This design comes from an exercise in tuning for small area on the open sky130 flow, not from production work.
Where RTL was checked, it was by simulation tests only, not by an equivalence proof against the original.

==> branch tundra: inputs <==
==> flow/design.v (excerpt) <==
module pcie_tx (
   input  logic                                    pcie_clk,
   input  logic                                    rst_reg,
   input  logic                                    wr_req,
   output logic                                    wr_ack,
   input  logic                                    wr_beat_valid,
   input  logic [pcie_tx_link_pkg::data_w-1:0]     wr_data,
   input  logic [pcie_tx_link_pkg::rem_w-1:0]      wr_rem,
   input  logic                                    wr_sof,
   input  logic                                    wr_eof,
   input  logic [2:0]                               wr_merge,
   input  logic [pcie_tx_link_pkg::mem_addr_w-1:0] wr_mem_addr_hi,
   input  logic [pcie_tx_link_pkg::mem_addr_w-1:0] wr_mem_addr_lo,
   input  logic                                    wr_mem_en_hi,
   input  logic                                    wr_mem_en_lo,
   input  logic                                    rd_req,
   output logic                                    rd_ack,
   input  logic                                    rd_beat_valid,
   input  logic [pcie_tx_link_pkg::data_w-1:0]     rd_data,
   input  logic [pcie_tx_link_pkg::rem_w-1:0]      rd_rem,
   input  logic                                    rd_sof,
   input  logic                                    rd_eof,
   input  logic                                    cm_req,
   output logic                                    cm_ack,
   input  logic                                    cm_beat_valid,
   input  logic [pcie_tx_link_pkg::data_w-1:0]     cm_data,
   input  logic [pcie_tx_link_pkg::rem_w-1:0]      cm_rem,
   input  logic                                    cm_sof,
   input  logic                                    cm_eof,
   input  logic [2:0]                               cm_merge,
   input  logic [pcie_tx_link_pkg::mem_addr_w-1:0] cm_mem_addr_hi,
   input  logic [pcie_tx_link_pkg::mem_addr_w-1:0] cm_mem_addr_lo,
   input  logic                                    cm_mem_en_hi,
   input  logic                                    cm_mem_en_lo,
   output logic [pcie_tx_link_pkg::mem_addr_w-1:0] mem_addr_hi,
   output logic [pcie_tx_link_pkg::mem_addr_w-1:0] mem_addr_lo,
   output logic                                    mem_en_hi,
   output logic                                    mem_en_lo,
   input  logic [pcie_tx_link_pkg::word_w-1:0]     mem_data_hi,
   input  logic [pcie_tx_link_pkg::word_w-1:0]     mem_data_lo,
   output logic [pcie_tx_link_pkg::data_w-1:0]     tx_data,
   output logic [pcie_tx_link_pkg::rem_w-1:0]      tx_rem,
   output logic                                    tx_sof,
   output logic                                    tx_eof,
   output logic                                    tx_valid,
   input  logic                                    tx_ready,
   input  logic [pcie_tx_arb_pkg::num_src-1:0]     tx_buf_av,
   input  logic                                    bus_master_en,
   output logic                                    tx_stall,
   output logic [31:0]                             stat_word_cnt,
   output logic [31:0]                             stat_wr_cnt,
   output logic [31:0]                             stat_rd_cnt,
   output logic [31:0]                             stat_cm_cnt
);
==> module tx_output_stage, before the edit <==
module tx_output_stage (
   input  logic                                pcie_clk,
   input  logic                                rst_reg,
   input  logic                                beat_valid,
   input  logic [pcie_tx_link_pkg::data_w-1:0] beat_data,
   input  logic [pcie_tx_link_pkg::rem_w-1:0]  beat_rem,
   input  logic                                beat_sof,
   input  logic                                beat_eof,
   input  logic                                beat_lo_mem,
   input  logic                                beat_hi_mem,
   input  logic                                beat_cross,
   input  logic [pcie_tx_link_pkg::word_w-1:0] mem_data_hi,
   input  logic [pcie_tx_link_pkg::word_w-1:0] mem_data_lo,
   output logic [pcie_tx_link_pkg::data_w-1:0] tx_data,
   output logic [pcie_tx_link_pkg::rem_w-1:0]  tx_rem,
   output logic                                tx_sof,
   output logic                                tx_eof,
   output logic                                tx_valid,
   input  logic                                tx_ready,
   output logic                                stall
);
   logic                                s2_valid;
   logic [pcie_tx_link_pkg::data_w-1:0] s2_data;
   logic [pcie_tx_link_pkg::rem_w-1:0]  s2_rem;
   logic                                s2_sof;
   logic                                s2_eof;
   logic                                s2_lo_mem;
   logic                                s2_hi_mem;
   logic                                s2_cross;
   logic                                sk_valid;
   logic [pcie_tx_link_pkg::data_w-1:0] sk_data;
   logic [pcie_tx_link_pkg::rem_w-1:0]  sk_rem;
   logic                                sk_sof;
   logic                                sk_eof;
   logic                                hold;
   logic [pcie_tx_link_pkg::word_w-1:0] swap_hi;
   logic [pcie_tx_link_pkg::word_w-1:0] swap_lo;
   logic [pcie_tx_link_pkg::data_w-1:0] merged;
   assign hold = tx_valid & ~tx_ready;
   always_ff @(posedge pcie_clk) begin
      if (rst_reg) stall <= 1'b0;
      else         stall <= hold;
   end
   always_comb begin
      swap_hi = pcie_tx_link_pkg::byte_swap(mem_data_hi);
      swap_lo = pcie_tx_link_pkg::byte_swap(mem_data_lo);
      merged[31:0]  = s2_lo_mem ? (s2_cross ? swap_hi : swap_lo) : s2_data[31:0];
      merged[63:32] = s2_hi_mem ? (s2_cross ? swap_lo : swap_hi) : s2_data[63:32];
   end
   always_ff @(posedge pcie_clk) begin
      s2_cross <= beat_cross;
      if (!stall) begin
         s2_valid  <= beat_valid;
         s2_data   <= beat_data;
         s2_rem    <= beat_rem;
         s2_sof    <= beat_sof;
         s2_eof    <= beat_eof;
         s2_lo_mem <= beat_lo_mem;
         s2_hi_mem <= beat_hi_mem;
      end else begin
         s2_data   <= merged;
         s2_lo_mem <= 1'b0;
         s2_hi_mem <= 1'b0;
      end
      if (rst_reg) begin
         s2_valid <= 1'b0;
      end
   end
   always_ff @(posedge pcie_clk) begin
      if (!hold && stall) begin
         tx_valid <= sk_valid;
         tx_data  <= sk_data;
         tx_rem   <= sk_rem;
         tx_sof   <= sk_sof;
         tx_eof   <= sk_eof;
      end else if (!hold) begin
         tx_valid <= s2_valid;
         tx_data  <= merged;
         tx_rem   <= s2_rem;
         tx_sof   <= s2_sof;
         tx_eof   <= s2_eof;
      end else if (!stall) begin
         sk_valid <= s2_valid;
         sk_data  <= merged;
         sk_rem   <= s2_rem;
         sk_sof   <= s2_sof;
         sk_eof   <= s2_eof;
      end
      if (rst_reg) begin
         tx_valid <= 1'b0;
      end
   end
endmodule
==> module tx_stats, before the edit <==
module tx_stats (
   input  logic                                pcie_clk,
   input  logic                                rst_reg,
   input  logic                                beat_accept,
   input  logic [pcie_tx_arb_pkg::num_src-1:0] done,
   output logic [31:0]                         stat_word_cnt,
   output logic [31:0]                         stat_wr_cnt,
   output logic [31:0]                         stat_rd_cnt,
   output logic [31:0]                         stat_cm_cnt
);
   always_ff @(posedge pcie_clk) begin
      if (rst_reg) begin
         stat_word_cnt <= '0;
         stat_wr_cnt   <= '0;
         stat_rd_cnt   <= '0;
         stat_cm_cnt   <= '0;
      end else begin
         stat_word_cnt <= stat_word_cnt + {31'd0, beat_accept};
         stat_wr_cnt   <= stat_wr_cnt + {31'd0, done[pcie_tx_arb_pkg::src_wr]};
         stat_rd_cnt   <= stat_rd_cnt + {31'd0, done[pcie_tx_arb_pkg::src_rd]};
         stat_cm_cnt   <= stat_cm_cnt + {31'd0, done[pcie_tx_arb_pkg::src_cm]};
      end
   end
endmodule
export LEC_CHECK = 0
export CAP_MARGIN = 20
export CORE_MARGIN = 2
export CORE_UTILIZATION = 40
export SLEW_MARGIN = 20
create_clock -name core_clock -period 4.0 [get_ports {pcie_clk}]
run.sh (not shown) runs the stock make flow with config.mk's settings and CLKGATE_MAP_FILE= SYNTH_SCRIPT=/design/flow/synth_recipe.tcl, a recipe that flattens the netlist after the stock synthesis.
==> branch willow: changes against branch tundra <==
--- a/flow/design.v
+++ b/flow/design.v
@@ -43,11 +43,12 @@
    output logic                                src_wr_ack,
    output logic                                src_rd_ack,
    output logic                                src_cm_ack,
    output logic [pcie_tx_arb_pkg::num_src-1:0] done,
    output logic                                gnt_wr,
-   output logic                                gnt_cm
+   output logic                                gnt_cm,
+   output logic                                gnt_rd
 );
    pcie_tx_arb_pkg::arb_state_e state;
    logic [1:0]                  ptr;      
    logic                        p_wr, p_cm, p_rd;
    logic                        e_wr, e_rd, e_cm;
@@ -61,10 +62,11 @@
    assign g_wr = p_cm;
    assign g_cm = p_rd;
    assign g_rd = p_wr;
    assign gnt_wr = g_wr;
    assign gnt_cm = g_cm;
+   assign gnt_rd = g_rd;
    assign busy = (state == pcie_tx_arb_pkg::arb_busy);
    assign src_wr_ack = busy & g_wr;
    assign src_rd_ack = busy & g_rd;
    assign src_cm_ack = busy & g_cm;
    assign done[pcie_tx_arb_pkg::src_wr] = (state == pcie_tx_arb_pkg::arb_guard1) & g_wr;
@@ -109,10 +111,11 @@
    input  logic                                    pcie_clk,
    input  logic                                    rst_reg,
    input  logic                                    stall,
    input  logic                                    gnt_wr,
    input  logic                                    gnt_cm,
+   input  logic                                    gnt_rd,
    input  logic                                    src_wr_beat_valid,
    input  logic [pcie_tx_link_pkg::data_w-1:0]     src_wr_data,
    input  logic [pcie_tx_link_pkg::rem_w-1:0]      src_wr_rem,
    input  logic                                    src_wr_sof,
    input  logic                                    src_wr_eof,
@@ -157,32 +160,24 @@
    logic [2:0]                              sel_merge;
    logic                                    sel_memsrc;
    always_comb begin
       sel_valid  = src_wr_beat_valid | src_cm_beat_valid | src_rd_beat_valid;
       sel_memsrc = gnt_wr | gnt_cm;
-      if (gnt_wr) begin
-         sel_data  = src_wr_data;
-         sel_rem   = src_wr_rem;
-         sel_sof   = src_wr_sof;
-         sel_eof   = src_wr_eof;
-      end else if (gnt_cm) begin
-         sel_data  = src_cm_data;
-         sel_rem   = src_cm_rem;
-         sel_sof   = src_cm_sof;
-         sel_eof   = src_cm_eof;
-      end else begin
-         sel_data  = src_rd_data;
-         sel_rem   = src_rd_rem;
-         sel_sof   = src_rd_sof;
-         sel_eof   = src_rd_eof;
-      end
+      sel_data = (src_wr_data & {pcie_tx_link_pkg::data_w{gnt_wr}})
+               | (src_cm_data & {pcie_tx_link_pkg::data_w{gnt_cm}})
+               | (src_rd_data & {pcie_tx_link_pkg::data_w{gnt_rd}});
+      sel_rem  = (src_wr_rem & {pcie_tx_link_pkg::rem_w{gnt_wr}})
+               | (src_cm_rem & {pcie_tx_link_pkg::rem_w{gnt_cm}})
+               | (src_rd_rem & {pcie_tx_link_pkg::rem_w{gnt_rd}});
+      sel_sof  = (src_wr_sof & gnt_wr) | (src_cm_sof & gnt_cm) | (src_rd_sof & gnt_rd);
+      sel_eof  = (src_wr_eof & gnt_wr) | (src_cm_eof & gnt_cm) | (src_rd_eof & gnt_rd);
       sel_merge = gnt_wr ? src_wr_merge : src_cm_merge;
    end
    always_ff @(posedge pcie_clk) begin
       if (!stall) begin
          beat_valid  <= sel_valid;
-         beat_data   <= sel_data;
+         beat_data   <= ~sel_data;
          beat_rem    <= sel_rem;
          beat_sof    <= sel_sof;
          beat_eof    <= sel_eof;
          beat_lo_mem <= sel_memsrc & (sel_merge != 3'd0);
          beat_hi_mem <= sel_memsrc & (sel_merge[2] | (sel_merge[1] & sel_merge[0]));
@@ -236,26 +231,38 @@
    logic                                sk_eof;
    logic                                hold;
    logic [pcie_tx_link_pkg::word_w-1:0] swap_hi;
    logic [pcie_tx_link_pkg::word_w-1:0] swap_lo;
    logic [pcie_tx_link_pkg::data_w-1:0] merged;
+   logic                                lo_own, lo_lo, lo_hi;
+   logic                                hi_own, hi_hi, hi_lo;
    assign hold = tx_valid & ~tx_ready;
    always_ff @(posedge pcie_clk) begin
       if (rst_reg) stall <= 1'b0;
       else         stall <= hold;
    end
    always_comb begin
       swap_hi = pcie_tx_link_pkg::byte_swap(mem_data_hi);
       swap_lo = pcie_tx_link_pkg::byte_swap(mem_data_lo);
-      merged[31:0]  = s2_lo_mem ? (s2_cross ? swap_hi : swap_lo) : s2_data[31:0];
-      merged[63:32] = s2_hi_mem ? (s2_cross ? swap_lo : swap_hi) : s2_data[63:32];
+      lo_own = ~s2_lo_mem;
+      lo_lo  = s2_lo_mem & ~s2_cross;
+      lo_hi  = s2_lo_mem & s2_cross;
+      hi_own = ~s2_hi_mem;
+      hi_hi  = s2_hi_mem & ~s2_cross;
+      hi_lo  = s2_hi_mem & s2_cross;
+      merged[31:0]  = (s2_data[31:0] & {pcie_tx_link_pkg::word_w{lo_own}})
+                    | (swap_lo & {pcie_tx_link_pkg::word_w{lo_lo}})
+                    | (swap_hi & {pcie_tx_link_pkg::word_w{lo_hi}});
+      merged[63:32] = (s2_data[63:32] & {pcie_tx_link_pkg::word_w{hi_own}})
+                    | (swap_hi & {pcie_tx_link_pkg::word_w{hi_hi}})
+                    | (swap_lo & {pcie_tx_link_pkg::word_w{hi_lo}});
    end
    always_ff @(posedge pcie_clk) begin
       s2_cross <= beat_cross;
       if (!stall) begin
          s2_valid  <= beat_valid;
-         s2_data   <= beat_data;
+         s2_data   <= ~beat_data;
          s2_rem    <= beat_rem;
          s2_sof    <= beat_sof;
          s2_eof    <= beat_eof;
          s2_lo_mem <= beat_lo_mem;
          s2_hi_mem <= beat_hi_mem;
@@ -267,23 +274,18 @@
       if (rst_reg) begin
          s2_valid <= 1'b0;
       end
    end
    always_ff @(posedge pcie_clk) begin
-      if (!hold && stall) begin
-         tx_valid <= sk_valid;
-         tx_data  <= sk_data;
-         tx_rem   <= sk_rem;
-         tx_sof   <= sk_sof;
-         tx_eof   <= sk_eof;
-      end else if (!hold) begin
-         tx_valid <= s2_valid;
-         tx_data  <= merged;
-         tx_rem   <= s2_rem;
-         tx_sof   <= s2_sof;
-         tx_eof   <= s2_eof;
-      end else if (!stall) begin
+      if (!hold) begin
+         tx_valid <= stall ? sk_valid : s2_valid;
+         tx_data  <= stall ? sk_data  : merged;
+         tx_rem   <= stall ? sk_rem   : s2_rem;
+         tx_sof   <= stall ? sk_sof   : s2_sof;
+         tx_eof   <= stall ? sk_eof   : s2_eof;
+      end
+      if (!stall) begin
          sk_valid <= s2_valid;
          sk_data  <= merged;
          sk_rem   <= s2_rem;
          sk_sof   <= s2_sof;
          sk_eof   <= s2_eof;
@@ -292,33 +294,44 @@
          tx_valid <= 1'b0;
       end
    end
 endmodule
 `timescale 1ns/100ps
+module tx_cnt32 (
+   input  logic        pcie_clk,
+   input  logic        rst_reg,
+   input  logic        inc,
+   output logic [31:0] cnt
+);
+   logic [31:0] c;
+   logic [3:0]  blk_ci;
+   assign blk_ci[0] = inc;
+   assign blk_ci[1] = blk_ci[0] & (&cnt[7:0]);
+   assign blk_ci[2] = blk_ci[1] & (&cnt[15:8]);
+   assign blk_ci[3] = blk_ci[2] & (&cnt[23:16]);
+   always_comb
+      for (int i = 0; i < 32; i++)
+         c[i] = (i % 8 == 0) ? blk_ci[i / 8] : (c[i-1] & cnt[i-1]);
+   always_ff @(posedge pcie_clk) begin
+      if (rst_reg) cnt <= '0;
+      else         cnt <= cnt ^ c[31:0];
+   end
+endmodule
 module tx_stats (
    input  logic                                pcie_clk,
    input  logic                                rst_reg,
    input  logic                                beat_accept,
    input  logic [pcie_tx_arb_pkg::num_src-1:0] done,
    output logic [31:0]                         stat_word_cnt,
    output logic [31:0]                         stat_wr_cnt,
    output logic [31:0]                         stat_rd_cnt,
    output logic [31:0]                         stat_cm_cnt
 );
-   always_ff @(posedge pcie_clk) begin
-      if (rst_reg) begin
-         stat_word_cnt <= '0;
-         stat_wr_cnt   <= '0;
-         stat_rd_cnt   <= '0;
-         stat_cm_cnt   <= '0;
-      end else begin
-         stat_word_cnt <= stat_word_cnt + {31'd0, beat_accept};
-         stat_wr_cnt   <= stat_wr_cnt + {31'd0, done[pcie_tx_arb_pkg::src_wr]};
-         stat_rd_cnt   <= stat_rd_cnt + {31'd0, done[pcie_tx_arb_pkg::src_rd]};
-         stat_cm_cnt   <= stat_cm_cnt + {31'd0, done[pcie_tx_arb_pkg::src_cm]};
-      end
-   end
+   tx_cnt32 u_word (.pcie_clk, .rst_reg, .inc (beat_accept), .cnt (stat_word_cnt));
+   tx_cnt32 u_wr (.pcie_clk, .rst_reg, .inc (done[pcie_tx_arb_pkg::src_wr]), .cnt (stat_wr_cnt));
+   tx_cnt32 u_rd (.pcie_clk, .rst_reg, .inc (done[pcie_tx_arb_pkg::src_rd]), .cnt (stat_rd_cnt));
+   tx_cnt32 u_cm (.pcie_clk, .rst_reg, .inc (done[pcie_tx_arb_pkg::src_cm]), .cnt (stat_cm_cnt));
 endmodule
 `timescale 1ns/100ps
 module pcie_tx (
    input  logic                                    pcie_clk,
    input  logic                                    rst_reg,
@@ -375,10 +388,11 @@
 );
    logic [pcie_tx_arb_pkg::num_src-1:0]    done;
    logic                  beat_accept;
    logic                  gnt_wr;
    logic                  gnt_cm;
+   logic                  gnt_rd;
    logic                  s1_valid;
    logic [pcie_tx_link_pkg::data_w-1:0]     s1_data;
    logic [pcie_tx_link_pkg::rem_w-1:0]      s1_rem;
    logic                  s1_sof;
    logic                  s1_eof;
@@ -388,14 +402,14 @@
    assign beat_accept = tx_valid & tx_ready;
    tx_arbiter u_arbiter (
       .pcie_clk, .rst_reg, .tx_buf_av, .bus_master_en,
       .src_wr_req (wr_req), .src_rd_req (rd_req), .src_cm_req (cm_req),
       .src_wr_ack (wr_ack), .src_rd_ack (rd_ack), .src_cm_ack (cm_ack),
-      .done, .gnt_wr, .gnt_cm
+      .done, .gnt_wr, .gnt_cm, .gnt_rd
    );
    tx_beat_select u_beat_select (
-      .pcie_clk, .rst_reg, .stall (tx_stall), .gnt_wr, .gnt_cm,
+      .pcie_clk, .rst_reg, .stall (tx_stall), .gnt_wr, .gnt_cm, .gnt_rd,
       .src_wr_beat_valid (wr_beat_valid),
       .src_wr_data (wr_data), .src_wr_rem (wr_rem),
       .src_wr_sof (wr_sof), .src_wr_eof (wr_eof),
       .src_wr_merge (wr_merge),
       .src_wr_mem_addr_hi (wr_mem_addr_hi), .src_wr_mem_addr_lo (wr_mem_addr_lo),
==> flow/flow/run.sh (new file) <==
#!/bin/bash
# Standard ORFS layout with three changes:
#  - synthesis maps with an area-oriented ABC script (choice network + amap) in place of
#    ORFS's abc_area.script; registers are untouched, only the combinational mapping differs,
#  - the port buffers are the smallest buffer, sky130_fd_sc_hd__buf_1,
#  - the clock tree uses small clock buffers and no dummy loads.
# All of ORFS's output goes to flow_standard.log; each step's own log is under orfs/logs/.
set -euo pipefail
mkdir -p scripts_area
cp -r "$FLOW_HOME"/scripts/. scripts_area/
printf 'strash\ndch -f\namap\ntopo\nstime -c\n' > scripts_area/abc_area.script
export SCRIPTS_DIR="$PWD/scripts_area"
export BUFFER_PORTS_ARGS="-buffer_cell sky130_fd_sc_hd__buf_1"
export CTS_ARGS="-sink_clustering_enable -repair_clock_nets -dont_use_dummy_load -buf_list sky130_fd_sc_hd__clkbuf_8 -sink_clustering_size 20 -sink_clustering_max_diameter 50"
bash standard.sh > flow_standard.log 2>&1
==> flow/standard.sh (new file) <==
#!/bin/bash
# synth_recipe.tcl (not shown) runs the flow's synth.tcl, then flattens the netlist and writes it again
# the make line also repeats each setting of config.mk as NAME=value (left out here)
make -C /OpenROAD-flow-scripts/flow DESIGN_CONFIG=/design/flow/config.mk WORK_HOME=/design/flow/orfs CLKGATE_MAP_FILE= SYNTH_SCRIPT=/design/flow/synth_recipe.tcl "${@:-finish}"
==> flow/config.mk (replaced) <==
export PLATFORM = sky130hd
export DESIGN_NAME = pcie_tx
export DESIGN_NICKNAME = pcie_tx
export VERILOG_FILES = /design/flow/design.v
export SDC_FILE = /design/flow/constraint.sdc
export NUM_CORES = 4
export LEC_CHECK = 0
export ABC_AREA = 1
export CAP_MARGIN = 20
export CORE_MARGIN = 2
export CORE_UTILIZATION = 60
export SLEW_MARGIN = 20
removed: flow/run.sh
==> branch nickel: changes against branch tundra <==
--- a/flow/design.v
+++ b/flow/design.v
@@ -267,23 +267,18 @@
       if (rst_reg) begin
          s2_valid <= 1'b0;
       end
    end
    always_ff @(posedge pcie_clk) begin
-      if (!hold && stall) begin
-         tx_valid <= sk_valid;
-         tx_data  <= sk_data;
-         tx_rem   <= sk_rem;
-         tx_sof   <= sk_sof;
-         tx_eof   <= sk_eof;
-      end else if (!hold) begin
-         tx_valid <= s2_valid;
-         tx_data  <= merged;
-         tx_rem   <= s2_rem;
-         tx_sof   <= s2_sof;
-         tx_eof   <= s2_eof;
-      end else if (!stall) begin
+      if (!hold) begin
+         tx_valid <= stall ? sk_valid : s2_valid;
+         tx_data  <= stall ? sk_data  : merged;
+         tx_rem   <= stall ? sk_rem   : s2_rem;
+         tx_sof   <= stall ? sk_sof   : s2_sof;
+         tx_eof   <= stall ? sk_eof   : s2_eof;
+      end
+      if (!stall) begin
          sk_valid <= s2_valid;
          sk_data  <= merged;
          sk_rem   <= s2_rem;
          sk_sof   <= s2_sof;
          sk_eof   <= s2_eof;
@@ -292,33 +287,44 @@
          tx_valid <= 1'b0;
       end
    end
 endmodule
 `timescale 1ns/100ps
+module tx_cnt32 (
+   input  logic        pcie_clk,
+   input  logic        rst_reg,
+   input  logic        inc,
+   output logic [31:0] cnt
+);
+   logic [31:0] c;
+   logic [3:0]  blk_ci;
+   assign blk_ci[0] = inc;
+   assign blk_ci[1] = blk_ci[0] & (&cnt[7:0]);
+   assign blk_ci[2] = blk_ci[1] & (&cnt[15:8]);
+   assign blk_ci[3] = blk_ci[2] & (&cnt[23:16]);
+   always_comb
+      for (int i = 0; i < 32; i++)
+         c[i] = (i % 8 == 0) ? blk_ci[i / 8] : (c[i-1] & cnt[i-1]);
+   always_ff @(posedge pcie_clk) begin
+      if (rst_reg) cnt <= '0;
+      else         cnt <= cnt ^ c[31:0];
+   end
+endmodule
 module tx_stats (
    input  logic                                pcie_clk,
    input  logic                                rst_reg,
    input  logic                                beat_accept,
    input  logic [pcie_tx_arb_pkg::num_src-1:0] done,
    output logic [31:0]                         stat_word_cnt,
    output logic [31:0]                         stat_wr_cnt,
    output logic [31:0]                         stat_rd_cnt,
    output logic [31:0]                         stat_cm_cnt
 );
-   always_ff @(posedge pcie_clk) begin
-      if (rst_reg) begin
-         stat_word_cnt <= '0;
-         stat_wr_cnt   <= '0;
-         stat_rd_cnt   <= '0;
-         stat_cm_cnt   <= '0;
-      end else begin
-         stat_word_cnt <= stat_word_cnt + {31'd0, beat_accept};
-         stat_wr_cnt   <= stat_wr_cnt + {31'd0, done[pcie_tx_arb_pkg::src_wr]};
-         stat_rd_cnt   <= stat_rd_cnt + {31'd0, done[pcie_tx_arb_pkg::src_rd]};
-         stat_cm_cnt   <= stat_cm_cnt + {31'd0, done[pcie_tx_arb_pkg::src_cm]};
-      end
-   end
+   tx_cnt32 u_word (.pcie_clk, .rst_reg, .inc (beat_accept), .cnt (stat_word_cnt));
+   tx_cnt32 u_wr (.pcie_clk, .rst_reg, .inc (done[pcie_tx_arb_pkg::src_wr]), .cnt (stat_wr_cnt));
+   tx_cnt32 u_rd (.pcie_clk, .rst_reg, .inc (done[pcie_tx_arb_pkg::src_rd]), .cnt (stat_rd_cnt));
+   tx_cnt32 u_cm (.pcie_clk, .rst_reg, .inc (done[pcie_tx_arb_pkg::src_cm]), .cnt (stat_cm_cnt));
 endmodule
 `timescale 1ns/100ps
 module pcie_tx (
    input  logic                                    pcie_clk,
    input  logic                                    rst_reg,
==> flow/flow/run.sh (new file) <==
#!/bin/bash
# Standard ORFS layout, with the smallest buffer on the ports and a lighter clock tree
# (small clock buffers, no dummy loads). Each tool's output goes to flow_standard.log.
set -euo pipefail
export BUFFER_PORTS_ARGS="-buffer_cell sky130_fd_sc_hd__buf_1"
export CTS_ARGS="-sink_clustering_enable -repair_clock_nets -dont_use_dummy_load -buf_list sky130_fd_sc_hd__clkbuf_2"
bash standard.sh > flow_standard.log 2>&1
==> flow/standard.sh (new file) <==
#!/bin/bash
# synth_recipe.tcl (not shown) runs the flow's synth.tcl, then flattens the netlist and writes it again
# the make line also repeats each setting of config.mk as NAME=value (left out here)
make -C /OpenROAD-flow-scripts/flow DESIGN_CONFIG=/design/flow/config.mk WORK_HOME=/design/flow/orfs CLKGATE_MAP_FILE= SYNTH_SCRIPT=/design/flow/synth_recipe.tcl "${@:-finish}"
--- a/flow/config.mk
+++ b/flow/config.mk
@@ -5,7 +5,7 @@
 export SDC_FILE = /design/flow/constraint.sdc
 export NUM_CORES = 4
 export LEC_CHECK = 0
 export CAP_MARGIN = 20
 export CORE_MARGIN = 2
-export CORE_UTILIZATION = 40
+export CORE_UTILIZATION = 60
 export SLEW_MARGIN = 20
removed: flow/run.sh
==> flow_results.xml <==
<?xml version="1.0" encoding="UTF-8"?>
<metrics>
  <group name="global_routing">
    <metric name="initial_antenna_violation_count" unit="">0</metric>
    <metric name="gr-usage-all-layers" unit="%">23.3</metric>
  </group>
  <group name="routing">
    <metric name="drt-pass1-iter-count" unit="">5</metric>
    <metric name="average_vias_per_placed_instance" unit="">5.22</metric>
  </group>
  <group name="run_status">
    <metric name="run_status" unit="">no timing/DRC/antenna violations</metric>
  </group>
  <group name="power_and_ir_drop">
    <metric name="power_combinational" unit="mW">2.88</metric>
  </group>
  <group name="synth">
    <metric name="dominant_combinational_cell_family_by_area_after_synthesis" unit="">multiplexers</metric>
    <metric name="synthDistinctLibCells" unit="">49</metric>
    <metric name="synth_top_cells_by_area" unit="">edfxtp_1, dfxtp_1, mux2_2</metric>
  </group>
  <group name="worst_setup_path">
    <metric name="path_class" unit="">register to primary output</metric>
  </group>
  <group name="final_layout">
    <metric name="commonest_non_fill_non_tap_cell_in_the_layout" unit="">clkdlybuf4s50_1</metric>
  </group>
  <group name="clocking">
    <metric name="ctsRootBufferMaster" unit="">clkbuf_16</metric>
  </group>
  <group name="floorplanning">
    <metric name="start_util" unit="%">40.7</metric>
  </group>
</metrics>
That was branch tundra.
==> flow_results.xml <==
<?xml version="1.0" encoding="UTF-8"?>
<metrics>
  <group name="global_routing">
    <metric name="initial_antenna_violation_count" unit="">2</metric>
    <metric name="gr-usage-all-layers" unit="%">30.0</metric>
  </group>
  <group name="floorplanning">
    <metric name="start_util" unit="%">61.2</metric>
  </group>
  <group name="synth">
    <metric name="dominant_combinational_cell_family_by_area_after_synthesis" unit="">simple AND/OR/NAND/NOR gates</metric>
    <metric name="synthDistinctLibCells" unit="">42</metric>
    <metric name="synth_top_cells_by_area" unit="">dfxtp_1, edfxtp_1, ha_1</metric>
  </group>
  <group name="power_and_ir_drop">
    <metric name="power_combinational" unit="mW">2.00</metric>
    <metric name="p_switching" unit="mW">3.19</metric>
  </group>
  <group name="worst_setup_path">
    <metric name="path_class" unit="">register to primary output</metric>
  </group>
  <group name="run_status">
    <metric name="run_status" unit="">no timing/DRC/antenna violations</metric>
  </group>
  <group name="routing">
    <metric name="drt-pass1-iter-count" unit="">5</metric>
    <metric name="average_vias_per_placed_instance" unit="">5.43</metric>
  </group>
  <group name="clocking">
    <metric name="ctsRootBufferMaster" unit="">clkbuf_2</metric>
  </group>
  <group name="final_layout">
    <metric name="antenna_cells" unit="">3</metric>
  </group>
</metrics>
That was branch nickel.
==> flow_results.xml <==
<?xml version="1.0" encoding="UTF-8"?>
<metrics>
  <group name="synth">
    <metric name="synthesis.instances" unit="">1223</metric>
    <metric name="dominant_combinational_cell_family_by_area_after_synthesis" unit="">compound AO/OA/AOI/OAI gates</metric>
    <metric name="synth_top_cells_by_area" unit="">dfxtp_1, edfxtp_1, ha_1</metric>
    <metric name="synthDistinctLibCells" unit="">24</metric>
  </group>
  <group name="global_routing">
    <metric name="initial_antenna_violation_count" unit="">41</metric>
    <metric name="gr-usage-all-layers" unit="%">34.5</metric>
  </group>
  <group name="power_and_ir_drop">
    <metric name="power_combinational" unit="mW">2.58</metric>
  </group>
  <group name="clocking">
    <metric name="ctsRootBufferMaster" unit="">clkbuf_8</metric>
  </group>
  <group name="worst_setup_path">
    <metric name="path_class" unit="">register to register</metric>
  </group>
  <group name="final_layout">
    <metric name="commonest_non_fill_non_tap_cell_in_the_layout" unit="">buf_1</metric>
    <metric name="antenna_cells" unit="">37</metric>
  </group>
  <group name="run_status">
    <metric name="run_status" unit="">no timing/DRC/antenna violations</metric>
  </group>
  <group name="routing">
    <metric name="average_vias_per_placed_instance" unit="">6.01</metric>
  </group>
</metrics>
That was branch willow.
The RTL of branch willow was laid out without a check of its function.

-- separate check: timing with driven ports --
In the flow no input, the clock included, has a driving cell. The finished layouts below were timed again as built, in two steps.
Step 1, drivers: a clkbuf_16 drives pcie_clk and a buf_2 each remaining input, both assumed.
Step 2, shift: input delay + t, output delay - t, t = (earliest + latest rising clock arrival at the registers) / 2. This alone moves slack from input paths to output paths.
a / b / c = no drivers / after step 1 / after step 2; a / b = the first two.
run	shift t [ns]	slack for setup (ns)	worst setup path after step 2	slew at the worst register clock pin (ns)
branch tundra	0.639	0.727 / 0.667 / 0.679	input to register	0.06 / 0.06
branch willow	0.603	0.972 / 0.972 / 0.882	input to register	0.11 / 0.11
branch nickel	0.909	1.082 / 1.036 / 1.037	input to register	0.11 / 0.11
After both steps setup and hold are still met in every run listed. For branch willow, which loses most, drivers alone change the setup slack by 0.000 ns; drivers and shift together by -0.090 ns.
